Source: an optimization exercise on an open RTL-to-GDS flow (aim: small area and few clock cycles). Production flows keep margins and buffers that such runs may drop. RTL that was checked went through simulation tests only; none was proved equivalent to the original. The RTL of runs 4 to 6 was laid out without a check of its function.

==> flow/design.v (outline; a module is shown in full before it is edited, if it fits) <==
// module rpnc_cell: 2225 lines
// module rpnc_benc: 12 lines
// module rpnc_benc0: 11 lines
// module rpnc_nor2: 8 lines
// module rpnc_oai22: 10 lines
// module rpnc_xor2: 8 lines
// module rpnc_fa: 11 lines
// module rpnc_ha: 10 lines
// module rpnc_ao21: 9 lines
// module rpn_stack_calculator_core: 188 lines
// module rpnc_aoi222: 12 lines
// module rpnc_nand3: 9 lines
// module rpnc_nand2: 8 lines
// module rpnc_oa21: 9 lines
// module rpnc_oai21: 9 lines
module rpn_stack_calculator_core
#(
  parameter int unsigned STACK_DEPTH = 16
) (
  input  logic             clk_i,
  input  logic             rst_ni,
  input  logic             s_axis_tvalid_i,
  output logic             s_axis_tready_o,
  input  logic [rpnc_pkg::DataW-1:0] s_axis_tdata_i,
  input  logic [1:0]       s_axis_tuser_i,
  output logic             m_axis_tvalid_o,
  input  logic             m_axis_tready_i,
  output logic [rpnc_pkg::DataW-1:0] m_axis_tdata_o,
  output logic [1:0]       m_axis_tuser_o,
  output logic             m_axis_tlast_o
);
  // ...
==> flow/flow/run.sh <==
#!/bin/bash
set -o pipefail
export BUFFER_PORTS_ARGS="-buffer_cell sky130_fd_sc_hd__buf_1"
export CTS_ARGS="-sink_clustering_enable -repair_clock_nets -dont_use_dummy_load -buf_list {sky130_fd_sc_hd__clkbuf_8 sky130_fd_sc_hd__clkbuf_16} -sink_clustering_size 25 -sink_clustering_max_diameter 80"
bash standard.sh > standard.log 2>&1
==> flow/standard.sh <==
#!/bin/bash
# synth_recipe.tcl (not shown) runs the flow's synth.tcl, then flattens the netlist and writes it again
# the make line also repeats each setting of config.mk as NAME=value (left out here)
make -C /OpenROAD-flow-scripts/flow DESIGN_CONFIG=/design/flow/config.mk WORK_HOME=/design/flow/orfs CLKGATE_MAP_FILE= SYNTH_SCRIPT=/design/flow/synth_recipe.tcl "${@:-finish}"
==> flow/config.mk <==
export PLATFORM = sky130hd
export DESIGN_NAME = rpn_stack_calculator_core
export DESIGN_NICKNAME = rpn_stack_calculator_core
export VERILOG_FILES = /design/flow/design.v
export SDC_FILE = /design/flow/constraint.sdc
export NUM_CORES = 4
export LEC_CHECK = 0
export ABC_CLOCK_PERIOD_IN_PS = 8500
export CAP_MARGIN = 20
export CORE_MARGIN = 2
export CORE_UTILIZATION = 70
export SLEW_MARGIN = 20
export SYNTH_HIERARCHICAL = 1
export SYNTH_MINIMUM_KEEP_SIZE = 0
==> flow/constraint.sdc <==
create_clock -name core_clock -period 8.5 [get_ports {clk_i}]
set_input_delay 1.7000 -clock core_clock [delete_from_list [all_inputs] [get_ports {clk_i}]]
set_output_delay 1.7000 -clock core_clock [all_outputs]
set_load 0.01 [all_outputs]
==> qor.yml, run 1 <==
status:
  status: "no timing/DRC/antenna violations"
setup_path:
  cpPeakStageDelay_ns: 0.62
  crit_end: "top_q[31]$_DFF_P_"
  critPathBufInv: 3
  crit_slowest_cell: "fa_1"
  arrival_ns: 8.66
sta:
  maxSlewViolCount: 0
  fin_ws_ns: 0.287
cts:
  clock-sinks: 521
  cts.repair.resized: 0
  cts_tree: "done"
cells_and_area:
  area_share_nonclk_buffers_pct: 4.15
  nClkBuffers: 30
  nets: 2574
  reg_top3: "mem_q: 480 flops, top_q: 32 flops, cnt_q: 4 flops"
  final_common_cell: "edfxtp_1"
  n_antenna_cell: 0
  stdcell_count: 2761
min_path:
  hold_depth: 2
flow_run:
  drv_cap: 0
floorplanning:
  die-area_mm2: 0.0444
  io_pins: 75
logic_synthesis:
  synth_area_leaders: "edfxtp_1, fa_1, xor2_1"
  synth_enable_flop_cells: 483
placed_design:
  place.gp.congestion: 0.964
Testbench counts, summed over its fixed seeds: cycles 24,428.
==> run 2: changes to the inputs <==
==> flow/flow/run.sh (replaced) <==
#!/bin/bash
set -o pipefail
export BUFFER_PORTS_ARGS="-buffer_cell sky130_fd_sc_hd__buf_1"
export CTS_ARGS="-sink_clustering_enable -repair_clock_nets -dont_use_dummy_load -buf_list {sky130_fd_sc_hd__clkbuf_8} -sink_clustering_size 16 -sink_clustering_max_diameter 100"
bash standard.sh > standard.log 2>&1
--- a/flow/config.mk
+++ b/flow/config.mk
@@ -6,9 +6,9 @@
 export NUM_CORES = 4
 export LEC_CHECK = 0
 export ABC_CLOCK_PERIOD_IN_PS = 8500
-export CAP_MARGIN = 20
+export CAP_MARGIN = 5
 export CORE_MARGIN = 2
 export CORE_UTILIZATION = 70
-export SLEW_MARGIN = 20
+export SLEW_MARGIN = 5
 export SYNTH_HIERARCHICAL = 1
 export SYNTH_MINIMUM_KEEP_SIZE = 0
==> qor.yml, run 2 <==
cells_and_area:
  fillers: 2630  # was 2532
  nets: 2575  # was 2574
  fin_util_pct: 76.9  # was 77.9%
  mostFrequentLayoutCells: "edfxtp_1, xor2_1, o22ai_1"  # unchanged
  reg_top3: "mem_q: 480 flops, top_q: 32 flops, cnt_q: 4 flops"  # unchanged
  fin_area_mm2: 0.0323  # was 0.0327 mm2
  final_common_cell: "edfxtp_1"  # unchanged
  largest_reg_flops: 480  # unchanged
  regMostFlops: "mem_q"  # unchanged
  n_antenna_cell: 0  # unchanged
  area_delta_synth_final_pct: 8.07  # was 9.47%
  drive_gt1_share_pct: 11.0  # was 11.3%
flow_run:
  drv_cap: 0  # unchanged
detailed_routing:
  drc: 0  # unchanged
  drtIter0Drc: 3262  # was 3469
  vias_per_cell: 7.35  # about the same
  dr.pass1.iters: 9  # was 10
  routed_wl_um: 81900  # was 82200 um
  routed-via-count: 20292  # was 20288
  wl_per_cell_um: 29.6  # was 29.8 um
  drtAntennaViolNets: 0  # unchanged
sta:
  finalClockSkew_ns: 0.0761  # was 0.0886 ns
  hold_viol: 0  # unchanged
  tightest_slew_ns: 1.32  # was 1.22 ns
  timing.fmax_ghz: 0.122  # about the same
  maxSlewViolCount: 0  # unchanged
  rsz0062_at_grt: "no"  # unchanged
  timing.slew.headroom_pct: 11.7  # was 18.6%
  min_period_over_period_pct: 96.7  # was 96.6%
  setup_tns_ns: 0  # unchanged
  fin_ws_ns: 0.279  # was 0.287 ns
  setup_violations: 0  # unchanged
  fin_crit_ns: 8.22  # was 8.21 ns
logic_synthesis:
  synth_common_cells: "edfxtp_1, xor2_1, o22ai_1, fa_1, a222oi_1"  # unchanged
  syn_nets: 2375  # unchanged
  synthCells: 2025  # unchanged
  yosysSeqAreaShare_pct: 51.1  # unchanged
  synth_enable_flop_cells: 483  # unchanged
  synth.distinct_cells: 47  # unchanged
  yosysMostFrequentCell: "edfxtp_1"  # unchanged
  syn-mean-instance-area_um2: 14.8  # unchanged
  ys_ff_latch: 521  # unchanged
  yosys.area.top_type: "edfxtp_1"  # unchanged
  synthFlopType: "edfxtp_1"  # unchanged
  syn_area_mm2: 0.0299  # unchanged
  synth_area_leaders: "edfxtp_1, fa_1, xor2_1"  # unchanged
  async_flop_share_pct: 1.15  # unchanged
  yosysWarnings: 10  # unchanged
  synthDominantCellAreaShare_pct: 48.5  # unchanged
cts:
  cts.path.max_buffers: 3  # unchanged
  clk_pin_slew_ns: 0.10  # was 0.09 ns
  clk-insertion-delay-late_ns: 0.64  # was 0.63 ns
  cts-root-buf: "clkbuf_8"  # was clkbuf_16
  cts.repair.resized: 0  # unchanged
  ctsHoldBuffers: 0  # unchanged
  cts_setup_buffers: 0  # unchanged
  cts_tree: "done"  # unchanged
  clock-sinks: 521  # unchanged
  cts-htree-levels: 2  # was 1
  cts_buffers: 40  # was 30
min_path:
  worstHoldPathType: "reg -> reg"  # unchanged
  hold_depth: 2  # unchanged
  hp-start: "out_valid_q$_DFFE_PN0N_"  # unchanged
floorplanning:
  io_pins: 75  # unchanged
  initial_core_util_pct: 71.1  # unchanged
  core.rowCount: 75  # unchanged
  die-area_mm2: 0.0444  # unchanged
  dieWidth_um: 211  # unchanged
  die_h_um: 211  # unchanged
  coreArea_mm2: 0.0420  # unchanged
global_route:
  grt_use_total_pct: 37.6  # about the same
  grt_pass1_wl_um: 124000  # about the same
  gr-total-overflow: 0  # unchanged
  antenna_found_initial: 1  # unchanged
  grt_pass1_vias: 20228  # was 20139
  grt_max_degree: 50  # unchanged
placed_design:
  place.gp.congestion: 0.964  # unchanged
  dpl-instance-area_mm2: 0.0318  # about the same
  dp_hpwl_um: 55000  # was 55100 um
  preCtsSetupSlack_ns: 0.0677  # was 0.0696 ns
  portBuffers: 74  # unchanged
setup_path:
  critPathRequiredTime_ns: 9.02  # was 8.95 ns
  rr_startpoint: "cnt_q[1]$_DFFE_PN0P_"  # unchanged
  worstSetupPathType: "reg -> reg"  # unchanged
  startpoint_type: "flop"  # unchanged
  critPathCaptureType: "flop"  # unchanged
  arrival_ns: 8.74  # was 8.66 ns
  setup.worst_path.start: "cnt_q[1]$_DFFE_PN0P_"  # unchanged
  rr_worst_depth: 24  # was 25
  crit_fanout: 21  # unchanged
status:
  status: "no timing/DRC/antenna violations"  # unchanged
-- run 2: final timing paths --
path	end	slack (ns)
hold reg to reg	out_valid_q$_DFFE_PN0N_	0.58
max in group asynchronous	cnt_q[2]$_DFFE_PN0P_	7.26
hold / removal	out_valid_q$_DFFE_PN0N_	0.58
setup / recovery	top_q[31]$_DFF_P_	0.28
min in group asynchronous	out_valid_q$_DFFE_PN0N_	0.97
setup reg to reg	top_q[31]$_DFF_P_	0.28
-- run 2: metal layers --
layer	track usage (%)	routed length, um	vias to the layer above
met4	11.8	2530	0
li1	-	-	8442
met1	54.9	31700	10225
met2	57.8	37800	1426
met3	8.15	9910	199
met5	0.334	0	-
-- run 2: modules after synthesis, one instance, submodules excluded, excerpt --
module                     flip-flops and latches  copies in the design
rpn_stack_calculator_core                     521                     1
rpnc_aoi222                                     0                   160
rpnc_nor2                                       0                    16
rpnc_ao21                                       0                    52
rpnc_oai21                                      0                    31
rpnc_nand3                                      0                    32
rpnc_benc                                       0                    15
rpnc_oai22                                      0                   256
-- run 2: kinds of logic after synthesis --
logic type / after synthesis / share of synthesized area, %
adders and majority gates: 312 / 19.1
muxes: 32 / 1.21
DFF: 521 / 51.1
and+or+nand+nor: 235 / 4.22
buffers and inverters: 38 / 0.707
AOI/OAI and AO/OA: 565 / 14.2
xor gates and xnor gates: 322 / 9.43
-- run 2: worst max-delay path: stages, from the launching register on --
cell      delay [ns]
dfrtp_1         0.44
inv_1           0.10
ha_1            0.26
or3b_1          0.31
inv_1           0.41
a222oi_1        0.49
nand3_1         0.30
o21ai_1         0.72
o22ai_1         0.23
xor2_1          0.23
fa_1            0.54
fa_1            0.45
fa_1            0.48
fa_1            0.57
fa_1            0.43
ha_1            0.35
and2_2          0.19
a21o_1          0.17
a21o_1          0.14
a21o_1          0.25
a21o_1          0.23
a21o_1          0.22
a21o_1          0.18
xor2_1          0.16
mux2_2          0.25
-- run 2: layout make-up --
type	instances	area (um2)	share of cell area (%)
multi-input cells	1466	14600	45.1
repair buffers	185	1160	3.59
flip-flops and latches	521	15300	47.4
clock buffers	40	551	1.70
inverters	11	41.3	0.128
well taps	539	674	2.09
-- run 2: stage by stage --
step           std cells  hold slack (ns)
2_1_floorplan       2025            0.579
3_3_place_gp        2722            0.538
3_5_place_dp        2722            0.564
4_1_cts             2762            0.588
5_1_grt             2762            0.634
6_report            2762            0.584
==> module rpn_stack_calculator_core, before the edit <==
module rpn_stack_calculator_core
#(
  parameter int unsigned STACK_DEPTH = 16
) (
  input  logic             clk_i,
  input  logic             rst_ni,
  input  logic             s_axis_tvalid_i,
  output logic             s_axis_tready_o,
  input  logic [rpnc_pkg::DataW-1:0] s_axis_tdata_i,
  input  logic [1:0]       s_axis_tuser_i,
  output logic             m_axis_tvalid_o,
  input  logic             m_axis_tready_i,
  output logic [rpnc_pkg::DataW-1:0] m_axis_tdata_o,
  output logic [1:0]       m_axis_tuser_o,
  output logic             m_axis_tlast_o
);
  localparam int unsigned DataW = rpnc_pkg::DataW;
  localparam int unsigned MemD  = STACK_DEPTH - 1;
  logic [DataW-1:0] top_q;
  logic             top_vld_q;      
  logic [3:0]       cnt_q;          
  logic [MemD:0]    ptr_q;          
  logic [DataW-1:0] mem_q [MemD];
  logic             out_valid_q;
  logic             out_ok_q;
  logic             out_ovf_q;
  logic             out_last_q;
  rpnc_pkg::op_e op;
  assign op = rpnc_pkg::op_e'(s_axis_tuser_i);
  logic advance;                     
  assign advance = !out_valid_q || m_axis_tready_i;
  always_comb begin
    for (int i = 0; i <= MemD; i++) begin
      ptr_q[i] = (cnt_q == 4'(i));
    end
  end
  localparam int unsigned NGrp = MemD / 3;
  logic [DataW-1:0] grp_n [NGrp];    
  for (genvar g = 0; g < NGrp; g++) begin : g_rd
    for (genvar b = 0; b < DataW; b++) begin : g_bit
      rpnc_aoi222 u_aoi (
        .a1_i (mem_q[3*g][b]),   .a2_i (ptr_q[3*g+1]),
        .b1_i (mem_q[3*g+1][b]), .b2_i (ptr_q[3*g+2]),
        .c1_i (mem_q[3*g+2][b]), .c2_i (ptr_q[3*g+3]),
        .y_o  (grp_n[g][b])
      );
    end
  end
  logic mul_sel;
  logic add_sel;
  logic move_sel;
  logic c_sel;
  logic [DataW-1:0] mac_x_n;
  logic [DataW-1:0] mac_c;
  logic [DataW-1:0] alu_y;
  logic [DataW-1:0] below_lo;        
  logic [DataW-1:0] below_hi;        
  assign c_sel = add_sel || move_sel;
  for (genvar b = 0; b < DataW; b++) begin : g_opnd
    rpnc_nand3 u_lo (.a_i(grp_n[0][b]), .b_i(grp_n[1][b]), .c_i(grp_n[2][b]), .y_o(below_lo[b]));
    rpnc_nand2 u_hi (.a_i(grp_n[3][b]), .b_i(grp_n[4][b]), .y_o(below_hi[b]));
    rpnc_oa21 u_c (.a1_i(below_lo[b]), .a2_i(below_hi[b]), .b_i(c_sel), .y_o(mac_c[b]));
    if (b == 0) begin : g_x0
      assign mac_x_n[b] = ~(mul_sel ? (below_lo[b] | below_hi[b]) : !move_sel);
    end else begin : g_xn
      rpnc_oai21 u_x (.a1_i(below_lo[b]), .a2_i(below_hi[b]), .b_i(mul_sel), .y_o(mac_x_n[b]));
    end
  end
  rpnc_cell u_alu (
    .x_n (mac_x_n),
    .t_i (top_q),
    .c_i (mac_c),
    .y_o (alu_y)
  );
  logic mem_empty;
  logic mem_full;
  logic mem_one;
  assign mem_empty = ptr_q[0];
  assign mem_one   = ptr_q[1];
  assign mem_full  = ptr_q[MemD];
  logic refill;                      
  logic accept;
  logic ok;
  logic ovf;
  logic push_mem;                    
  logic pop_mem;                     
  logic top_load;
  logic top_push;                    
  logic top_vld_d;
  always_comb begin
    refill    = 1'b0;
    ok        = 1'b0;
    ovf       = 1'b0;
    push_mem  = 1'b0;
    pop_mem   = 1'b0;
    top_load  = 1'b0;
    top_push  = 1'b0;
    top_vld_d = top_vld_q;
    case (op)
      rpnc_pkg::OP_PUSH: begin
        if (top_vld_q && mem_full) begin
          ovf = 1'b1;
        end else begin
          ok        = 1'b1;
          push_mem  = top_vld_q;
          top_load  = 1'b1;
          top_push  = 1'b1;
          top_vld_d = 1'b1;
        end
      end
      rpnc_pkg::OP_ADD, rpnc_pkg::OP_MUL: begin
        if (top_vld_q) begin
          if (!mem_empty) begin
            ok       = 1'b1;
            pop_mem  = 1'b1;
            top_load = 1'b1;
          end
        end else if (!mem_empty && !mem_one) begin
          refill    = 1'b1;
          pop_mem   = 1'b1;
          top_load  = 1'b1;
          top_vld_d = 1'b1;
        end
      end
      default: begin   
        if (top_vld_q) begin
          ok        = 1'b1;
          top_vld_d = 1'b0;
        end else if (!mem_empty) begin
          ok       = 1'b1;
          pop_mem  = 1'b1;
          top_load = 1'b1;
        end
      end
    endcase
  end
  assign accept          = s_axis_tvalid_i && advance && !refill;
  assign s_axis_tready_o = advance && !refill;
  logic step;                        
  assign step = s_axis_tvalid_i && advance;
  logic binop;                       
  assign binop    = top_vld_q && !mem_empty &&
                    (op == rpnc_pkg::OP_ADD || op == rpnc_pkg::OP_MUL);
  assign mul_sel  = step && binop && (op == rpnc_pkg::OP_MUL);
  assign add_sel  = step && binop && (op == rpnc_pkg::OP_ADD);
  assign move_sel = step && top_load && !top_push && !binop;
  always_ff @(posedge clk_i or negedge rst_ni) begin
    if (!rst_ni) begin
      cnt_q       <= '0;
      top_vld_q   <= 1'b0;
      out_valid_q <= 1'b0;
    end else begin
      if (advance) begin
        out_valid_q <= accept;
      end
      if (step) begin
        top_vld_q <= top_vld_d;
        if (push_mem) begin
          cnt_q <= cnt_q + 4'd1;
        end else if (pop_mem) begin
          cnt_q <= cnt_q - 4'd1;
        end
      end
    end
  end
  always_ff @(posedge clk_i) begin
    top_q <= (step && top_push) ? s_axis_tdata_i : alu_y;
  end
  for (genvar i = 0; i < MemD; i++) begin : g_mem
    always_ff @(posedge clk_i) begin
      if (step && push_mem && ptr_q[i]) begin
        mem_q[i] <= top_q;
      end
    end
  end
  always_ff @(posedge clk_i) begin
    if (accept) begin
      out_ok_q   <= ok;
      out_ovf_q  <= ovf;
      out_last_q <= (op == rpnc_pkg::OP_FINISH);
    end
  end
  assign m_axis_tvalid_o = out_valid_q;
  assign m_axis_tdata_o  = out_ok_q ? top_q : '0;
  assign m_axis_tuser_o  = out_ok_q ? rpnc_pkg::ST_OK :
                           out_ovf_q ? rpnc_pkg::ST_OVERFLOW : rpnc_pkg::ST_UNDERFLOW;
  assign m_axis_tlast_o  = out_last_q;
endmodule
==> run 3: changes to the inputs <==
--- a/flow/design.v
+++ b/flow/design.v
@@ -2371,9 +2371,10 @@
   logic mul_sel;
   logic add_sel;
   logic move_sel;
+  logic push_sel;
   logic c_sel;
   logic [DataW-1:0] mac_x_n;
-  logic [DataW-1:0] mac_c;
+  logic [DataW-1:0] mac_c_n;
   logic [DataW-1:0] alu_y;
   logic [DataW-1:0] below_lo;        
   logic [DataW-1:0] below_hi;        
@@ -2381,9 +2382,14 @@
   for (genvar b = 0; b < DataW; b++) begin : g_opnd
     rpnc_nand3 u_lo (.a_i(grp_n[0][b]), .b_i(grp_n[1][b]), .c_i(grp_n[2][b]), .y_o(below_lo[b]));
     rpnc_nand2 u_hi (.a_i(grp_n[3][b]), .b_i(grp_n[4][b]), .y_o(below_hi[b]));
-    rpnc_oa21 u_c (.a1_i(below_lo[b]), .a2_i(below_hi[b]), .b_i(c_sel), .y_o(mac_c[b]));
+    rpnc_aoi222 u_c (
+      .a1_i (below_lo[b]),       .a2_i (c_sel),
+      .b1_i (below_hi[b]),       .b2_i (c_sel),
+      .c1_i (s_axis_tdata_i[b]), .c2_i (push_sel),
+      .y_o  (mac_c_n[b])
+    );
     if (b == 0) begin : g_x0
-      assign mac_x_n[b] = ~(mul_sel ? (below_lo[b] | below_hi[b]) : !move_sel);
+      assign mac_x_n[b] = ~(mul_sel ? (below_lo[b] | below_hi[b]) : !(move_sel || push_sel));
     end else begin : g_xn
       rpnc_oai21 u_x (.a1_i(below_lo[b]), .a2_i(below_hi[b]), .b_i(mul_sel), .y_o(mac_x_n[b]));
     end
@@ -2391,7 +2397,7 @@
   rpnc_cell u_alu (
     .x_n (mac_x_n),
     .t_i (top_q),
-    .c_i (mac_c),
+    .c_i (~mac_c_n),
     .y_o (alu_y)
   );
   logic mem_empty;
@@ -2466,6 +2472,7 @@
   assign mul_sel  = step && binop && (op == rpnc_pkg::OP_MUL);
   assign add_sel  = step && binop && (op == rpnc_pkg::OP_ADD);
   assign move_sel = step && top_load && !top_push && !binop;
+  assign push_sel = step && top_push;
   always_ff @(posedge clk_i or negedge rst_ni) begin
     if (!rst_ni) begin
       cnt_q       <= '0;
@@ -2486,7 +2493,7 @@
     end
   end
   always_ff @(posedge clk_i) begin
-    top_q <= (step && top_push) ? s_axis_tdata_i : alu_y;
+    top_q <= alu_y;
   end
   for (genvar i = 0; i < MemD; i++) begin : g_mem
     always_ff @(posedge clk_i) begin
==> flow/flow/run.sh (replaced) <==
#!/bin/bash
set -o pipefail
export BUFFER_PORTS_ARGS="-buffer_cell sky130_fd_sc_hd__buf_1"
export CTS_ARGS="-sink_clustering_enable -repair_clock_nets -dont_use_dummy_load -buf_list {sky130_fd_sc_hd__clkbuf_8 sky130_fd_sc_hd__clkbuf_16} -sink_clustering_size 25 -sink_clustering_max_diameter 80"
bash standard.sh > standard.log 2>&1
==> qor.yml, run 3 <==
status:
  status: "no timing/DRC/antenna violations"  # unchanged
detailed_routing:
  drtAntennaViolNets: 0  # unchanged
  drc: 0  # unchanged
  drtIter0Drc: 3740  # was 3262
  routed-via-count: 20358  # was 20292
  dr.pass1.iters: 14  # was 9
  routed_wl_um: 84300  # was 81900 um
  vias_per_cell: 7.45  # was 7.35
  wl_per_cell_um: 30.9  # was 29.6 um
flow_run:
  drv_cap: 0  # unchanged
setup_path:
  crit_fanout: 25  # was 21
  critPathRequiredTime_ns: 8.97  # was 9.02 ns
  critPathCaptureType: "flop"  # unchanged
  startpoint_type: "flop"  # unchanged
  critPathMostFrequentCell: "a21o_1"  # unchanged
  critPathBufInv: 2  # unchanged
  arrival_ns: 8.43  # was 8.74 ns
  cpPeakStageDelay_ns: 0.69  # was 0.72 ns
  cp_top_family: "compound AO/OA/AOI/OAI gates"  # was adder cells
  crit_slowest_cell: "dfrtp_1"  # was o21ai_1
  worstSetupPathType: "reg -> reg"  # unchanged
  crit_chain: "and2b_1 > and2_1 > buf_4 > a222oi_1 > nand3_1 > o21ai_1 > buf_4 > o22ai_1 > xor2_1 > fa_1 > fa_1 > fa_1 > fa_1 > ha_1 > and2_1 > a21o_1 > a21o_1 > a21o_1 > a21o_1 > a21o_1 > a21o_1 > a21o_1 > xor2_1"  # was inv_1 > ha_1 > or3b_1 > inv_1 > a222oi_1 > nand3_1 > o21ai_1 > o22ai_1 > xor2_1 > fa_1 > fa_1 > fa_1 > fa_1 > fa_1 > ha_1 > and2_2 > a21o_1 > a21o_1 > a21o_1 > a21o_1 > a21o_1 > a21o_1 > xor2_1 > mux2_2
floorplanning:
  die-area_mm2: 0.0442  # was 0.0444 mm2
  initial_core_util_pct: 71.0  # was 71.1%
  io_pins: 75  # unchanged
  dieWidth_um: 210  # was 211 um
  core.rowCount: 75  # unchanged
  coreArea_mm2: 0.0419  # was 0.0420 mm2
  die_h_um: 210  # was 211 um
placed_design:
  place.gp.congestion: 0.934  # was 0.964
  dp.cells: 2701  # was 2722
  portBuffers: 74  # unchanged
  dp_hpwl_um: 55400  # was 55000 um
  preCtsSetupSlack_ns: 0.284  # was 0.0677 ns
sta:
  setup_violations: 0  # unchanged
  finalClockSkew_ns: 0.0686  # was 0.0761 ns
  rsz0062_at_grt: "no"  # unchanged
  tightest_slew_ns: 1.24  # was 1.32 ns
  setup_tns_ns: 0  # unchanged
  min_period_over_period_pct: 93.7  # was 96.7%
  fin_ws_ns: 0.534  # was 0.279 ns
  timing.fmax_ghz: 0.126  # was 0.122 GHz
  fin_crit_ns: 7.97  # was 8.22 ns
  hold_viol: 0  # unchanged
  timing.slew.headroom_pct: 17.0  # was 11.7%
  maxSlewViolCount: 0  # unchanged
cts:
  clk-insertion-delay-late_ns: 0.62  # was 0.64 ns
  cts.repair.resized: 0  # unchanged
  cts.path.max_buffers: 3  # unchanged
  cts_setup_buffers: 0  # unchanged
  cts_buffers: 29  # was 40
  clk_pin_slew_ns: 0.10  # about the same
  cts-root-buf: "clkbuf_16"  # was clkbuf_8
  cts-htree-levels: 1  # was 2
  ctsHoldBuffers: 0  # unchanged
  cts_tree: "done"  # unchanged
  clock-sinks: 521  # unchanged
logic_synthesis:
  ys_ff_latch: 521  # unchanged
  synthDominantCellAreaShare_pct: 48.7  # was 48.5%
  synth_area_leaders: "edfxtp_1, fa_1, xor2_1"  # unchanged
  syn_nets: 2373  # was 2375
  async_flop_share_pct: 1.15  # unchanged
  yosysWarnings: 10  # unchanged
  synthFlopType: "edfxtp_1"  # unchanged
  synth.distinct_cells: 45  # was 47
  synth_common_cells: "edfxtp_1, xor2_1, o22ai_1, fa_1, a222oi_1"  # unchanged
  yosys.area.top_type: "edfxtp_1"  # unchanged
  synthCells: 2023  # was 2025
  synth_enable_flop_cells: 483  # unchanged
  yosysSeqAreaShare_pct: 51.4  # was 51.1%
  syn-mean-instance-area_um2: 14.7  # was 14.8 um2
  yosysMostFrequentCell: "edfxtp_1"  # unchanged
  syn_area_mm2: 0.0298  # was 0.0299 mm2
cells_and_area:
  reg_top3: "mem_q: 480 flops, top_q: 32 flops, cnt_q: 4 flops"  # unchanged
  nets: 2543  # was 2575
  regMostFlops: "mem_q"  # unchanged
  largest_reg_flops: 480  # unchanged
  stdcell_count: 2731  # was 2762
  final_common_cell: "edfxtp_1"  # unchanged
  drive_gt1_share_pct: 8.72  # was 11.0%
  area_delta_synth_final_pct: 8.26  # was 8.07%
  mostFrequentLayoutCells: "edfxtp_1, xor2_1, o22ai_1"  # unchanged
  fin_util_pct: 76.8  # was 76.9%
  fillers: 2602  # was 2630
global_route:
  grt_use_total_pct: 38.5  # was 37.6%
  grt_pass1_vias: 20242  # was 20228
  grt_pass1_wl_um: 126000  # was 124000 um
  grt_max_degree: 65  # was 50
  antenna_found_initial: 0  # was 1
  gr-total-overflow: 0  # unchanged
min_path:
  worstHoldPathType: "reg -> reg"  # unchanged
-- run 3: changes by cell type after synthesis, sizes merged, moves of 4 or more --
cell,change
o21a,-32
nor2,+6
a222oi,+32
mux2,-32
nand3,-4
inv,+28
-- run 3: worst paths after layout --
kind / startpoint / end / slack (ns) / cells after the start
max in group asynchronous: rst_ni / cnt_q[1]$_DFFE_PN0P_ / 7.22 / 1
min reg2reg: out_valid_q$_DFFE_PN0N_ / out_valid_q$_DFFE_PN0N_ / 0.56 / 2
max: cnt_q[2]$_DFFE_PN0P_ / top_q[31]$_DFF_P_ / 0.53 / 23
min: out_valid_q$_DFFE_PN0N_ / out_valid_q$_DFFE_PN0N_ / 0.56 / 2
min in group asynchronous: rst_ni / cnt_q[3]$_DFFE_PN0P_ / 1.00 / 1
max reg2reg: cnt_q[2]$_DFFE_PN0P_ / top_q[31]$_DFF_P_ / 0.53 / 23
-- run 3: metrics by stage --
stage                     area (um2)  hold slack, ns
after detailed placement       31500           0.546
after CTS                      32200           0.566
final                          32200           0.560
after floorplan                29800           0.562
after global placement         31500           0.509
after global routing           32200           0.594
-- run 3: cells by family after synthesis --
| family | Yosys count | synth area share [%] |
|---|---|---|
| AOI/OAI and AO/OA | 561 | 14.5 |
| DFF | 521 | 51.4 |
| xor gates and xnor gates | 322 | 9.47 |
| adders and majority gates | 312 | 19.2 |
| and+or+nand+nor | 240 | 4.33 |
| buffers and inverters | 66 | 1.08 |
| muxes | 1 | 0.0336 |
-- run 3: worst reg2reg max path, stage by stage, from the launching register on --
cell and delay [ns]:
dfrtp_1 0.69, and2b_1 0.29, and2_1 0.30, buf_4 0.33, a222oi_1 0.54, nand3_1 0.30, o21ai_1 0.67, buf_4 0.30
o22ai_1 0.12, xor2_1 0.29, fa_1 0.50, fa_1 0.42, fa_1 0.52, fa_1 0.43, ha_1 0.34, and2_1 0.17
a21o_1 0.23, a21o_1 0.17, a21o_1 0.24, a21o_1 0.26, a21o_1 0.24, a21o_1 0.20, a21o_1 0.16, xor2_1 0.15
-- run 3: final cells by class --
| type | instances | area, um2 | area share (%) |
|---|---|---|---|
| clock buffer | 29 | 726 | 2.25 |
| tap | 539 | 674 | 2.09 |
| inverter | 39 | 146 | 0.454 |
| antenna | 1 | 2.50 | 0.00777 |
| multi-input combinational | 1436 | 14400 | 44.6 |
| sequential | 521 | 15300 | 47.5 |
| timing repair buffer | 166 | 1010 | 3.12 |
-- run 3: per-layer routing --
layer / track usage [%] / wire length [um] / share of wire (%)
met1: 53.3 / 30700 / 36
met2: 62.3 / 40500 / 48
met3: 5.75 / 9080 / 11
met4: 16.1 / 3940 / 4.7
met5: 0 / 0 / 0
-- run 3: modules after synthesis, one instance, submodules excluded, a selection --
module	copies in the design	cell area [um2]
rpnc_nor2	16	3.75
rpnc_oai21	31	5.00
rpnc_aoi222	192	10.0
rpnc_oai22	256	6.26
rpnc_ao21	52	7.51
rpnc_xor2	272	8.76
rpn_stack_calculator_core	1	16400
Testbench counts of run 3, summed over its fixed seeds: cycles 24,428.
==> run 4: changes to the inputs <==
--- a/flow/design.v
+++ b/flow/design.v
@@ -2356,6 +2356,7 @@
       ptr_q[i] = (cnt_q == 4'(i));
     end
   end
+  logic [DataW-1:0] below;
   localparam int unsigned NGrp = MemD / 3;
   logic [DataW-1:0] grp_n [NGrp];    
   for (genvar g = 0; g < NGrp; g++) begin : g_rd
@@ -2368,36 +2369,24 @@
       );
     end
   end
+  always_comb begin
+    below = '0;
+    for (int g = 0; g < NGrp; g++) begin
+      below = below | ~grp_n[g];
+    end
+  end
   logic mul_sel;
   logic add_sel;
   logic move_sel;
-  logic push_sel;
-  logic c_sel;
   logic [DataW-1:0] mac_x_n;
-  logic [DataW-1:0] mac_c_n;
+  logic [DataW-1:0] mac_c;
   logic [DataW-1:0] alu_y;
-  logic [DataW-1:0] below_lo;        
-  logic [DataW-1:0] below_hi;        
-  assign c_sel = add_sel || move_sel;
-  for (genvar b = 0; b < DataW; b++) begin : g_opnd
-    rpnc_nand3 u_lo (.a_i(grp_n[0][b]), .b_i(grp_n[1][b]), .c_i(grp_n[2][b]), .y_o(below_lo[b]));
-    rpnc_nand2 u_hi (.a_i(grp_n[3][b]), .b_i(grp_n[4][b]), .y_o(below_hi[b]));
-    rpnc_aoi222 u_c (
-      .a1_i (below_lo[b]),       .a2_i (c_sel),
-      .b1_i (below_hi[b]),       .b2_i (c_sel),
-      .c1_i (s_axis_tdata_i[b]), .c2_i (push_sel),
-      .y_o  (mac_c_n[b])
-    );
-    if (b == 0) begin : g_x0
-      assign mac_x_n[b] = ~(mul_sel ? (below_lo[b] | below_hi[b]) : !(move_sel || push_sel));
-    end else begin : g_xn
-      rpnc_oai21 u_x (.a1_i(below_lo[b]), .a2_i(below_hi[b]), .b_i(mul_sel), .y_o(mac_x_n[b]));
-    end
-  end
+  assign mac_x_n = ~(mul_sel ? below : DataW'(!move_sel));
+  assign mac_c   = (add_sel || move_sel) ? below : '0;
   rpnc_cell u_alu (
     .x_n (mac_x_n),
     .t_i (top_q),
-    .c_i (~mac_c_n),
+    .c_i (mac_c),
     .y_o (alu_y)
   );
   logic mem_empty;
@@ -2472,7 +2461,6 @@
   assign mul_sel  = step && binop && (op == rpnc_pkg::OP_MUL);
   assign add_sel  = step && binop && (op == rpnc_pkg::OP_ADD);
   assign move_sel = step && top_load && !top_push && !binop;
-  assign push_sel = step && top_push;
   always_ff @(posedge clk_i or negedge rst_ni) begin
     if (!rst_ni) begin
       cnt_q       <= '0;
@@ -2493,7 +2481,7 @@
     end
   end
   always_ff @(posedge clk_i) begin
-    top_q <= alu_y;
+    top_q <= (step && top_push) ? s_axis_tdata_i : alu_y;
   end
   for (genvar i = 0; i < MemD; i++) begin : g_mem
     always_ff @(posedge clk_i) begin
@@ -2527,38 +2515,3 @@
 );
   assign y_o = ~((a1_i & a2_i) | (b1_i & b2_i) | (c1_i & c2_i));
 endmodule
-module rpnc_nand3
-(
-  input  logic a_i,
-  input  logic b_i,
-  input  logic c_i,
-  output logic y_o
-);
-  assign y_o = ~(a_i & b_i & c_i);
-endmodule
-module rpnc_nand2
-(
-  input  logic a_i,
-  input  logic b_i,
-  output logic y_o
-);
-  assign y_o = ~(a_i & b_i);
-endmodule
-module rpnc_oa21
-(
-  input  logic a1_i,
-  input  logic a2_i,
-  input  logic b_i,
-  output logic y_o
-);
-  assign y_o = (a1_i | a2_i) & b_i;
-endmodule
-module rpnc_oai21
-(
-  input  logic a1_i,
-  input  logic a2_i,
-  input  logic b_i,
-  output logic y_o
-);
-  assign y_o = ~((a1_i | a2_i) & b_i);
-endmodule
--- a/flow/config.mk
+++ b/flow/config.mk
@@ -6,9 +6,10 @@
 export NUM_CORES = 4
 export LEC_CHECK = 0
 export ABC_CLOCK_PERIOD_IN_PS = 8500
-export CAP_MARGIN = 5
+export CAP_MARGIN = 20
 export CORE_MARGIN = 2
 export CORE_UTILIZATION = 70
-export SLEW_MARGIN = 5
+export GPL_TIMING_DRIVEN = 0
+export SLEW_MARGIN = 20
 export SYNTH_HIERARCHICAL = 1
 export SYNTH_MINIMUM_KEEP_SIZE = 0
==> qor.yml, run 4 <==
detailed_routing:
  vias_per_cell: 7.47  # was 7.45
  drtAntennaViolNets: 0  # unchanged
  routed-via-count: 20460  # was 20358
  drtIter0Drc: 3510  # was 3740
  routed_wl_um: 85800  # was 84300 um
  wl_per_cell_um: 31.3  # was 30.9 um
  dr.pass1.iters: 10  # was 14
  drc: 0  # unchanged
placed_design:
  dpl-instance-area_mm2: 0.0323  # was 0.0315 mm2
  dp_hpwl_um: 57700  # was 55400 um
  place.gp.congestion: 0.927  # was 0.934
  portBuffers: 74  # unchanged
  dp.cells: 2705  # was 2701
cts:
  cts_buffers: 29  # unchanged
  cts-root-buf: "clkbuf_16"  # unchanged
  clk-insertion-delay-late_ns: 0.63  # was 0.62 ns
  clock-sinks: 521  # unchanged
  ctsHoldBuffers: 0  # unchanged
  cts.path.max_buffers: 3  # unchanged
  cts-htree-levels: 1  # unchanged
  clk_pin_slew_ns: 0.10  # about the same
  cts_tree: "done"  # unchanged
logic_synthesis:
  synthSimpleGateAreaFrac_pct: 5.84  # was 4.33%
  synthCells: 2036  # was 2023
  synth_common_cells: "edfxtp_1, xor2_1, o22ai_1, fa_1, a222oi_1"  # unchanged
  synth_fa_ha_area_share_pct: 19.0  # was 19.2%
  yosysMostFrequentCell: "edfxtp_1"  # unchanged
  syn-mean-instance-area_um2: 14.8  # was 14.7 um2
  synth_top_family_by_area: "adder cells"  # unchanged
  syn_area_mm2: 0.0301  # was 0.0298 mm2
  ys_ff_latch: 521  # unchanged
  yosys.area.top_type: "edfxtp_1"  # unchanged
  synth_compound_area_share_pct: 12.9  # was 14.5%
  synth_area_leaders: "edfxtp_1, fa_1, xor2_1"  # unchanged
  synth_enable_flop_cells: 483  # unchanged
  synthFlopType: "edfxtp_1"  # unchanged
  synth_xor_area_share_pct: 9.32  # was 9.47%
  yosysSeqAreaShare_pct: 50.9  # was 51.4%
  syn_nets: 2386  # was 2373
  async_flop_share_pct: 1.15  # unchanged
  yosysWarnings: 10  # unchanged
  yosys-mux-area-fraction_pct: 1.20  # was 0.0336%
  synthDominantCellAreaShare_pct: 48.2  # was 48.7%
  synth.distinct_cells: 44  # was 45
cells_and_area:
  largest_reg_flops: 480  # unchanged
  fin_area_mm2: 0.0331  # was 0.0322 mm2
  nets: 2549  # was 2543
  final_common_cell: "edfxtp_1"  # unchanged
  drive_gt1_share_pct: 11.9  # was 8.72%
  reg_top3: "mem_q: 480 flops, top_q: 32 flops, cnt_q: 4 flops"  # unchanged
  regMostFlops: "mem_q"  # unchanged
  stdcell_count: 2738  # was 2731
  mostFrequentLayoutCells: "edfxtp_1, xor2_1, o22ai_1"  # unchanged
  fin_util_pct: 78.7  # was 76.8%
  area_delta_synth_final_pct: 10.2  # was 8.26%
setup_path:
  critPathRequiredTime_ns: 8.95  # was 8.97 ns
  critPathCaptureType: "flop"  # unchanged
  crit_fanout: 20  # was 25
  startpoint_type: "input pin"  # was flop
  worstSetupPathType: "in -> reg"  # was reg -> reg
  arrival_ns: 8.72  # was 8.43 ns
global_route:
  gr-total-overflow: 0  # unchanged
  grt_pass1_wl_um: 128000  # was 126000 um
  grt_use_total_pct: 39.0  # was 38.5%
  antenna_found_initial: 0  # unchanged
  grt_pass1_vias: 20508  # was 20242
  grt_max_degree: 34  # was 65
floorplanning:
  coreArea_mm2: 0.0421  # was 0.0419 mm2
  io_pins: 75  # unchanged
  initial_core_util_pct: 71.4  # was 71.0%
  die-area_mm2: 0.0446  # was 0.0442 mm2
  core.rowCount: 75  # unchanged
  dieWidth_um: 211  # was 210 um
  die_h_um: 211  # was 210 um
sta:
  timing.slew.headroom_pct: 26.5  # was 17.0%
  setup_violations: 0  # unchanged
  hold_viol: 0  # unchanged
  fin_crit_ns: 8.27  # was 7.97 ns
  rsz0062_at_grt: "no"  # unchanged
  maxSlewViolCount: 0  # unchanged
  timing.fmax_ghz: 0.121  # was 0.126 GHz
  tightest_slew_ns: 1.10  # was 1.24 ns
  finalClockSkew_ns: 0.0891  # was 0.0686 ns
  whs_ns: 0.606  # was 0.560 ns
  min_period_over_period_pct: 97.3  # was 93.7%
status:
  status: "no timing/DRC/antenna violations"  # unchanged
min_path:
  worstHoldPathType: "reg -> reg"  # unchanged
flow_run:
  drv_cap: 0  # unchanged
[run 4: worst max-delay path, stage by stage]
cell      delay (ns)
buf_1           0.14
inv_1           0.10
ha_1            0.43
nand3_1         0.17
nor2_2          0.38
clkbuf_4        0.35
nand2_2         0.34
o22ai_1         0.33
xor2_1          0.20
fa_1            0.47
fa_1            0.51
fa_1            0.41
fa_1            0.55
fa_1            0.45
ha_1            0.35
and2_2          0.21
a21o_1          0.17
a21o_1          0.15
a21o_1          0.23
a21o_1          0.24
a21o_1          0.22
a21o_1          0.18
xor2_1          0.16
mux2_2          0.27
[run 4: final timing paths]
path                            slack, ns  cells after the start                       to               startpoint
worst max-delay path                 0.23                     24        top_q[31]$_DFF_P_        s_axis_tuser_i[0]
worst min register to register       0.61                      2  out_valid_q$_DFFE_PN0N_  out_valid_q$_DFFE_PN0N_
min in group asynchronous            0.99                      1     cnt_q[0]$_DFFE_PN0P_                   rst_ni
worst min-delay path                 0.61                      2  out_valid_q$_DFFE_PN0N_  out_valid_q$_DFFE_PN0N_
max in group asynchronous            7.21                      1     cnt_q[2]$_DFFE_PN0P_                   rst_ni
worst max register to register       0.31                     27        top_q[31]$_DFF_P_     cnt_q[1]$_DFFE_PN0P_
[run 4: through the flow]
step                      setup TNS [ns]  worst slack, ns
final                                  0            0.229
after global routing                   0           0.0106
after CTS                              0           0.0207
after detailed placement           -9.83            -1.21
after global placement            -31.51            -2.15
after floorplan                        0            0.166
[run 4: final cells by class]
type | count | area, um2
diodes | 2 | 5.00
plain buffers | 34 | 235
clock buffers | 29 | 726
fillers | 2447 | 8990
inverters | 10 | 37.5
multi-input cells | 1471 | 14900
flip-flops and latches | 521 | 15300
well taps | 539 | 674
repair buffers | 132 | 1300
[run 4: what timing repair did]
item | 4_1_cts | 5_1_grt
pin swaps | 0 | 1
endpoints found under the setup margin | 8 | 4
resized for setup | 16 | 22
setup buffers | 0 | 2
[run 4: kinds of logic after synthesis]
kind of cell / after synthesis
and+or+nand+nor: 300
AOI/OAI and AO/OA: 507
adders and majority gates: 312
muxes: 32
DFF: 521
buffers and inverters: 44
xor gates and xnor gates: 320
[run 4: per-layer routing]
| layer | up-vias | global-route usage (%) | part of all wire, % | wire length [um] |
|---|---|---|---|---|
| met4 | 0 | 13.5 | 3.5 | 3030 |
| met1 | 10206 | 52.4 | 36 | 30700 |
| met5 | - | 0 | 0 | 0 |
| met3 | 259 | 9.53 | 13 | 10900 |
| li1 | 8387 | - | - | - |
| met2 | 1608 | 63.1 | 48 | 41200 |
[run 4: Yosys stat by module (local to each module, per instance)]
module / cells inside / copies in the design / flops+latches / area, um2
rpnc_nor2: 1 / 16 / 0 / 3.75
rpnc_benc: 5 / 15 / 0 / 37.5
rpn_stack_calculator_core: 844 / 1 / 521 / 17400
rpnc_xor2: 1 / 272 / 0 / 8.76
rpnc_cell: 54 / 1 / 0 / 429
rpnc_oai22: 1 / 256 / 0 / 6.26
rpnc_ao21: 1 / 52 / 0 / 7.51
rpnc_fa: 1 / 240 / 0 / 20.0
rpnc_ha: 1 / 64 / 0 / 12.5
rpnc_aoi222: 1 / 160 / 0 / 10.0
rpnc_benc0: 3 / 1 / 0 / 17.5
==> run 5: changes to the inputs <==
--- a/flow/config.mk
+++ b/flow/config.mk
@@ -9,7 +9,6 @@
 export CAP_MARGIN = 20
 export CORE_MARGIN = 2
 export CORE_UTILIZATION = 70
-export GPL_TIMING_DRIVEN = 0
 export SLEW_MARGIN = 20
 export SYNTH_HIERARCHICAL = 1
 export SYNTH_MINIMUM_KEEP_SIZE = 0
==> qor.yml, run 5 <==
detailed_routing:
  routed-via-count: 20281  # was 20460
  drtAntennaViolNets: 0  # unchanged
  vias_per_cell: 7.34  # was 7.47
  dr.pass1.iters: 10  # unchanged
  drtIter0Drc: 3140  # was 3510
  routed_wl_um: 81800  # was 85800 um
  wl_per_cell_um: 29.6  # was 31.3 um
  drc: 0  # unchanged
global_route:
  grt_use_total_pct: 36.8  # was 39.0%
  gr-total-overflow: 0  # unchanged
  grt_max_degree: 52  # was 34
  grt_pass1_wl_um: 122000  # was 128000 um
  grt_pass1_vias: 20378  # was 20508
  antenna_found_initial: 1  # was 0
logic_synthesis:
  yosysWarnings: 10  # unchanged
  synthCells: 2036  # unchanged
  yosys.area.top_type: "edfxtp_1"  # unchanged
  ys_ff_latch: 521  # unchanged
  synth_area_leaders: "edfxtp_1, fa_1, xor2_1"  # unchanged
  syn_nets: 2386  # unchanged
  syn-mean-instance-area_um2: 14.8  # unchanged
  synth_compound_area_share_pct: 12.9  # unchanged
  synth_enable_flop_cells: 483  # unchanged
  synth_top_family_by_area: "adder cells"  # unchanged
  yosysMostFrequentCell: "edfxtp_1"  # unchanged
  syn_area_mm2: 0.0301  # unchanged
  synth.distinct_cells: 44  # unchanged
  async_flop_share_pct: 1.15  # unchanged
  yosysSeqAreaShare_pct: 50.9  # unchanged
  synthSimpleGateAreaFrac_pct: 5.84  # unchanged
  synth_common_cells: "edfxtp_1, xor2_1, o22ai_1, fa_1, a222oi_1"  # unchanged
  yosys-mux-area-fraction_pct: 1.20  # unchanged
  synthDominantCellAreaShare_pct: 48.2  # unchanged
  synth_fa_ha_area_share_pct: 19.0  # unchanged
  synthFlopType: "edfxtp_1"  # unchanged
  synth_xor_area_share_pct: 9.32  # unchanged
placed_design:
  place.gp.congestion: 0.962  # was 0.927
  portBuffers: 74  # unchanged
  dp_hpwl_um: 54400  # was 57700 um
  preCtsSetupSlack_ns: 0.115  # was -1.21 ns
min_path:
  worstHoldPathType: "reg -> reg"  # unchanged
setup_path:
  crit_fanout: 11  # was 20
  worstSetupPathType: "reg -> reg"  # was in -> reg
  critPathRequiredTime_ns: 8.99  # was 8.95 ns
  critPathCaptureType: "flop"  # unchanged
  arrival_ns: 8.69  # was 8.72 ns
  startpoint_type: "flop"  # was input pin
cells_and_area:
  drive_gt1_share_pct: 11.8  # was 11.9%
  regMostFlops: "mem_q"  # unchanged
  reg_top3: "mem_q: 480 flops, top_q: 32 flops, cnt_q: 4 flops"  # unchanged
  nets: 2574  # was 2549
  mostFrequentLayoutCells: "edfxtp_1, xor2_1, o22ai_1"  # unchanged
  largest_reg_flops: 480  # unchanged
  fin_util_pct: 77.6  # was 78.7%
  final_common_cell: "edfxtp_1"  # unchanged
  area_delta_synth_final_pct: 8.74  # was 10.2%
cts:
  clock-sinks: 521  # unchanged
  cts-root-buf: "clkbuf_16"  # unchanged
  cts_buffers: 29  # unchanged
  ctsHoldBuffers: 0  # unchanged
  clk-insertion-delay-late_ns: 0.61  # was 0.63 ns
  clk_pin_slew_ns: 0.09  # was 0.10 ns
  cts.path.max_buffers: 3  # unchanged
  cts_tree: "done"  # unchanged
  cts-htree-levels: 1  # unchanged
sta:
  fin_crit_ns: 8.21  # was 8.27 ns
  finalClockSkew_ns: 0.0599  # was 0.0891 ns
  tightest_slew_ns: 1.16  # was 1.10 ns
  fin_ws_ns: 0.292  # was 0.229 ns
  timing.slew.headroom_pct: 22.7  # was 26.5%
  setup_violations: 0  # unchanged
  setup_tns_ns: 0  # unchanged
  maxSlewViolCount: 0  # unchanged
  rsz0062_at_grt: "no"  # unchanged
  timing.fmax_ghz: 0.122  # was 0.121 GHz
  whs_ns: 0.600  # was 0.606 ns
  hold_viol: 0  # unchanged
  min_period_over_period_pct: 96.6  # was 97.3%
floorplanning:
  core.rowCount: 75  # unchanged
  initial_core_util_pct: 71.4  # unchanged
  die-area_mm2: 0.0446  # unchanged
  die_h_um: 211  # unchanged
  coreArea_mm2: 0.0421  # unchanged
  dieWidth_um: 211  # unchanged
  io_pins: 75  # unchanged
status:
  status: "no timing/DRC/antenna violations"  # unchanged
flow_run:
  drv_cap: 0  # unchanged
## run 5: cells by family (layout without fill, tap and decap cells)
| logic type | count (synthesis) | after routing |
|---|---|---|
| fa+ha+maj | 312 | 312 |
| other cells | 0 | 2 |
| buf+inv | 44 | 230 |
| simple gates | 300 | 300 |
| mux | 32 | 32 |
| xor+xnor | 320 | 320 |
| flops | 521 | 521 |
| compound gates | 507 | 507 |
## run 5: modules after synthesis (local to each module, per instance), a selection
module                     cells  copies in the design  flip-flops and latches  area (um2)
rpn_stack_calculator_core    844                     1                     521       17400
rpnc_benc                      5                    15                       0        37.5
rpnc_cell                     54                     1                       0         429
rpnc_ao21                      1                    52                       0        7.51
rpnc_fa                        1                   240                       0        20.0
rpnc_benc0                     3                     1                       0        17.5
rpnc_ha                        1                    64                       0        12.5
rpnc_aoi222                    1                   160                       0        10.0
rpnc_nor2                      1                    16                       0        3.75
## run 5: worst paths after layout
path                                         start                       to  slack, ns  cells after the start
hold reg to reg            out_valid_q$_DFFE_PN0N_  out_valid_q$_DFFE_PN0N_       0.60                      2
max in group asynchronous                   rst_ni  out_valid_q$_DFFE_PN0N_       7.28                      1
setup reg to reg              cnt_q[1]$_DFFE_PN0P_        top_q[31]$_DFF_P_       0.29                     25
setup / recovery              cnt_q[1]$_DFFE_PN0P_        top_q[31]$_DFF_P_       0.29                     25
min in group asynchronous                   rst_ni     cnt_q[1]$_DFFE_PN0P_       0.96                      1
hold / removal             out_valid_q$_DFFE_PN0N_  out_valid_q$_DFFE_PN0N_       0.60                      2
## run 5: layout make-up
class	count	area [um2]
sequential	521	15300
inverter	10	41.3
multi-input combinational	1471	14700
tap	539	674
timing repair inverter	1	5.00
fill	2551	9430
antenna	2	5.00
clock buffer	29	726
timing repair buffer	190	1270
## run 5: metal layers
metal | share of wire (%) | wire length [um] | vias up | GRT usage (%)
met5 | 0 | 0 | - | 0
met4 | 3.1 | 2500 | 0 | 12.6
met3 | 11 | 9190 | 204 | 6.82
met2 | 48 | 39300 | 1422 | 59.1
met1 | 38 | 30700 | 10227 | 51.5
li1 | - | - | 8428 | -
## run 5: per-stage QoR
stage	cells	area, um2
final	2763	32700
after global routing	2762	32700
after CTS	2751	32500
after detailed placement	2722	31800
after global placement	2722	31800
after floorplan	2036	30100
## run 5: critical path, stage by stage (launching register included)
cell and delay, ns:
dfrtp_1 0.45, inv_1 0.11, ha_1 0.27, or3b_4 0.35
clkinvlp_2 0.53, a222oi_1 0.51, and3_1 0.27, nand3_1 0.20
nand2_1 0.38, o22ai_1 0.17, xor2_1 0.22, fa_1 0.53
fa_1 0.51, fa_1 0.40, fa_1 0.54, fa_1 0.46
ha_1 0.36, and2_2 0.22, a21o_1 0.17, a21o_1 0.15
a21o_1 0.25, a21o_1 0.24, a21o_1 0.22, a21o_1 0.18
xor2_1 0.15, mux2_2 0.25
## run 5: repair_timing
action	CTS	global route
buffers inserted	0	0
resized for setup	0	1
setup endpoints to repair	0	1
==> run 6: changes to the inputs <==
--- a/flow/config.mk
+++ b/flow/config.mk
@@ -6,9 +6,9 @@
 export NUM_CORES = 4
 export LEC_CHECK = 0
 export ABC_CLOCK_PERIOD_IN_PS = 8500
-export CAP_MARGIN = 20
+export CAP_MARGIN = 5
 export CORE_MARGIN = 2
 export CORE_UTILIZATION = 70
-export SLEW_MARGIN = 20
+export SLEW_MARGIN = 5
 export SYNTH_HIERARCHICAL = 1
 export SYNTH_MINIMUM_KEEP_SIZE = 0
==> qor.yml, run 6 <==
sta:
  setup_violations: 0  # unchanged
  setup_tns_ns: 0  # unchanged
  hold_viol: 0  # unchanged
  fin_ws_ns: 0.292  # about the same
  maxSlewViolCount: 0  # unchanged
  min_period_over_period_pct: 96.6  # about the same
  timing.slew.headroom_pct: 17.7  # was 22.7%
  tightest_slew_ns: 1.23  # was 1.16 ns
  rsz0062_at_grt: "no"  # unchanged
  fin_crit_ns: 8.21  # about the same
  finalClockSkew_ns: 0.0580  # was 0.0599 ns
  timing.fmax_ghz: 0.122  # about the same
detailed_routing:
  routed-via-count: 20197  # was 20281
  routed_wl_um: 81500  # was 81800 um
  dr.pass1.iters: 9  # was 10
  vias_per_cell: 7.33  # was 7.34
  drtAntennaViolNets: 0  # unchanged
  drtIter0Drc: 2982  # was 3140
  drc: 0  # unchanged
  wl_per_cell_um: 29.6  # about the same
global_route:
  grt_pass1_wl_um: 122000  # unchanged
  grt_max_degree: 52  # unchanged
  grt_use_total_pct: 36.8  # unchanged
  grt_pass1_vias: 20378  # unchanged
  antenna_found_initial: 1  # unchanged
  gr-total-overflow: 0  # unchanged
logic_synthesis:
  yosysMostFrequentCell: "edfxtp_1"  # unchanged
  syn-mean-instance-area_um2: 14.8  # unchanged
  synthCells: 2036  # unchanged
  synth_common_cells: "edfxtp_1, xor2_1, o22ai_1, fa_1, a222oi_1"  # unchanged
  yosysSeqAreaShare_pct: 50.9  # unchanged
  syn_area_mm2: 0.0301  # unchanged
  syn_nets: 2386  # unchanged
  async_flop_share_pct: 1.15  # unchanged
  yosysWarnings: 10  # unchanged
  synthDominantCellAreaShare_pct: 48.2  # unchanged
  yosys.area.top_type: "edfxtp_1"  # unchanged
  synth_enable_flop_cells: 483  # unchanged
  synth_area_leaders: "edfxtp_1, fa_1, xor2_1"  # unchanged
  ys_ff_latch: 521  # unchanged
  synth.distinct_cells: 44  # unchanged
  synthFlopType: "edfxtp_1"  # unchanged
setup_path:
  critPathRequiredTime_ns: 8.98  # was 8.99 ns
  arrival_ns: 8.69  # about the same
  cp.depth: 25  # unchanged
  critPathCaptureType: "flop"  # unchanged
  critPathMostFrequentCell: "a21o_1"  # unchanged
  worstSetupPathType: "reg -> reg"  # unchanged
  crit_slowest_cell: "clkinvlp_2"  # was fa_1
  startpoint_type: "flop"  # unchanged
  crit_fanout: 11  # unchanged
  cp_top_family: "adder cells"  # unchanged
  cpPeakStageDelay_ns: 0.53  # was 0.54 ns
  critPathBufInv: 2  # unchanged
  rr_worst_depth: 25  # unchanged
cts:
  cts.path.max_buffers: 3  # unchanged
  ctsHoldBuffers: 0  # unchanged
  clk_pin_slew_ns: 0.09  # about the same
  cts_buffers: 29  # unchanged
  cts_tree: "done"  # unchanged
  cts-root-buf: "clkbuf_16"  # unchanged
  clk-insertion-delay-late_ns: 0.61  # about the same
  clock-sinks: 521  # unchanged
  cts-htree-levels: 1  # unchanged
cells_and_area:
  nets: 2565  # was 2574
  multi_input_area_mm2: 0.0147  # about the same
  regMostFlops: "mem_q"  # unchanged
  fin_util_pct: 77.2  # was 77.6%
  mostFrequentLayoutCells: "edfxtp_1, xor2_1, o22ai_1"  # unchanged
  reg_top3: "mem_q: 480 flops, top_q: 32 flops, cnt_q: 4 flops"  # unchanged
  regArea_mm2: 0.0153  # unchanged
  largest_reg_flops: 480  # unchanged
  drive_gt1_share_pct: 11.4  # was 11.8%
  final_common_cell: "edfxtp_1"  # unchanged
  area_delta_synth_final_pct: 8.12  # was 8.74%
  stdcell_count: 2755  # was 2763
  fillers: 2595  # was 2551
floorplanning:
  initial_core_util_pct: 71.4  # unchanged
  core.rowCount: 75  # unchanged
  dieWidth_um: 211  # unchanged
  die-area_mm2: 0.0446  # unchanged
  io_pins: 75  # unchanged
  coreArea_mm2: 0.0421  # unchanged
  die_h_um: 211  # unchanged
placed_design:
  dp.cells: 2722  # unchanged
  place.gp.congestion: 0.962  # unchanged
  portBuffers: 74  # unchanged
  preCtsSetupSlack_ns: 0.115  # unchanged
  dp_hpwl_um: 54400  # unchanged
status:
  status: "no timing/DRC/antenna violations"  # unchanged
min_path:
  worstHoldPathType: "reg -> reg"  # unchanged
  hold_depth: 2  # unchanged
flow_run:
  drv_cap: 0  # unchanged
-- run 6: cell counts after synthesis --
No cell type changed its count.
-- run 6: repair_timing --
item	CTS	global route
setup endpoints to repair	0	1
gates resized for setup	0	1
endpoints found under the hold margin	0	0
setup buffers	0	0
-- run 6: cell families after synthesis --
family | count (synthesis) | synth area share [%]
buffers and inverters | 44 | 0.865
adder cells (fa/ha/maj) | 312 | 19.0
XOR/XNOR | 320 | 9.32
multiplexers | 32 | 1.20
flip-flops | 521 | 50.9
AND/OR/NAND/NOR | 300 | 5.84
AO/OA/AOI/OAI | 507 | 12.9
-- run 6: worst paths after layout --
path / slack, ns / from / end
setup / recovery: 0.29 / cnt_q[1]$_DFFE_PN0P_ / top_q[31]$_DFF_P_
hold / removal: 0.59 / out_valid_q$_DFFE_PN0N_ / out_valid_q$_DFFE_PN0N_
setup reg to reg: 0.29 / cnt_q[1]$_DFFE_PN0P_ / top_q[31]$_DFF_P_
hold reg to reg: 0.59 / out_valid_q$_DFFE_PN0N_ / out_valid_q$_DFFE_PN0N_
max in group asynchronous: 7.32 / rst_ni / cnt_q[0]$_DFFE_PN0P_
min in group asynchronous: 0.95 / rst_ni / cnt_q[3]$_DFFE_PN0P_
-- run 6: per-stage QoR --
step	instance area, um2	hold slack (ns)
floorplan	30100	0.528
global placement	31800	0.543
detailed placement	31800	0.563
CTS	32500	0.588
global route	32500	0.644
finish	32500	0.592
-- run 6: tightest hold or removal path, delay by kind of cell, from the launching register on --
family             cells  cell delay [ns]
DFF                    1             0.39
and+or+nand+nor        1             0.09
AOI/OAI and AO/OA      1             0.07
-- run 6: cell type report --
type	instances	share of cell area [%]
repair inverters	1	0.0154
clock buffers	29	2.23
flip-flops and latches	521	47.1
well taps	539	2.07
repair buffers	181	3.36
diodes	3	0.0231
inverters	10	0.127
multi-input cells	1471	45.1
-- run 6: per-module statistics from Yosys, one instance, submodules excluded --
module,cells,flops+latches,cell area (um2),times used
rpn_stack_calculator_core,844,521,17400,1
rpnc_benc0,3,0,17.5,1
rpnc_benc,5,0,37.5,15
rpnc_cell,54,0,429,1
rpnc_ao21,1,0,7.51,52
rpnc_oai22,1,0,6.26,256
rpnc_fa,1,0,20.0,240
rpnc_nor2,1,0,3.75,16
rpnc_aoi222,1,0,10.0,160
rpnc_ha,1,0,12.5,64
rpnc_xor2,1,0,8.76,272
-- run 6: metal layers --
layer / global-route usage, % / vias to the layer above / routed length (um)
met2: 59.1 / 1362 / 38900
met4: 12.6 / 0 / 2800
li1: - / 8413 / -
met3: 6.82 / 219 / 8950
met5: 0 / - / 0
met1: 51.5 / 10203 / 30900

what the ideal ports hide:
The flow's constraints put no driver on any port. The routed layouts listed below were extracted and timed again, unchanged, in two steps. Step 1 (the two cells are an assumption about what drives the block):
set clk [get_ports {clk_i}]
set_driving_cell -lib_cell sky130_fd_sc_hd__clkbuf_16 $clk
set_driving_cell -lib_cell sky130_fd_sc_hd__buf_2 [delete_from_list [all_inputs] $clk]
Step 2 moves the port delays by t, midway between the first and last clock arrival at a register: inputs arrive t later, outputs are due t later. That takes back most of the time a late clock gives input paths. a / b / c = ideal ports / drivers / drivers and shift; a / b = the first two.
run | shift t [ns] | setup slack, ns | hold slack, ns | slew at the worst register clock pin (ns)
run 1 | 0.645 | 0.287 / 0.287 / -0.129 | 0.595 / 0.595 / 0.595 | 0.10 / 0.10
run 2 | 0.659 | 0.279 / 0.279 / -0.027 | 0.584 / 0.584 / 0.584 | 0.12 / 0.12
run 3 | 0.640 | 0.534 / 0.534 / 0.155 | 0.560 / 0.560 / 0.560 | 0.10 / 0.10
run 4 | 0.643 | 0.229 / 0.260 / -0.384 | 0.606 / 0.606 / 0.606 | 0.10 / 0.10
run 5 | 0.639 | 0.292 / 0.292 / -0.073 | 0.600 / 0.600 / 0.600 | 0.10 / 0.10
run 6 | 0.638 | 0.292 / 0.292 / -0.037 | 0.592 / 0.592 / 0.592 | 0.09 / 0.09
Met with ideal ports but missed after step 2: setup timing in 5 of these runs. The setup slack of run 4, which loses most, moves by +0.031 ns with the drivers and by -0.613 ns with both steps.
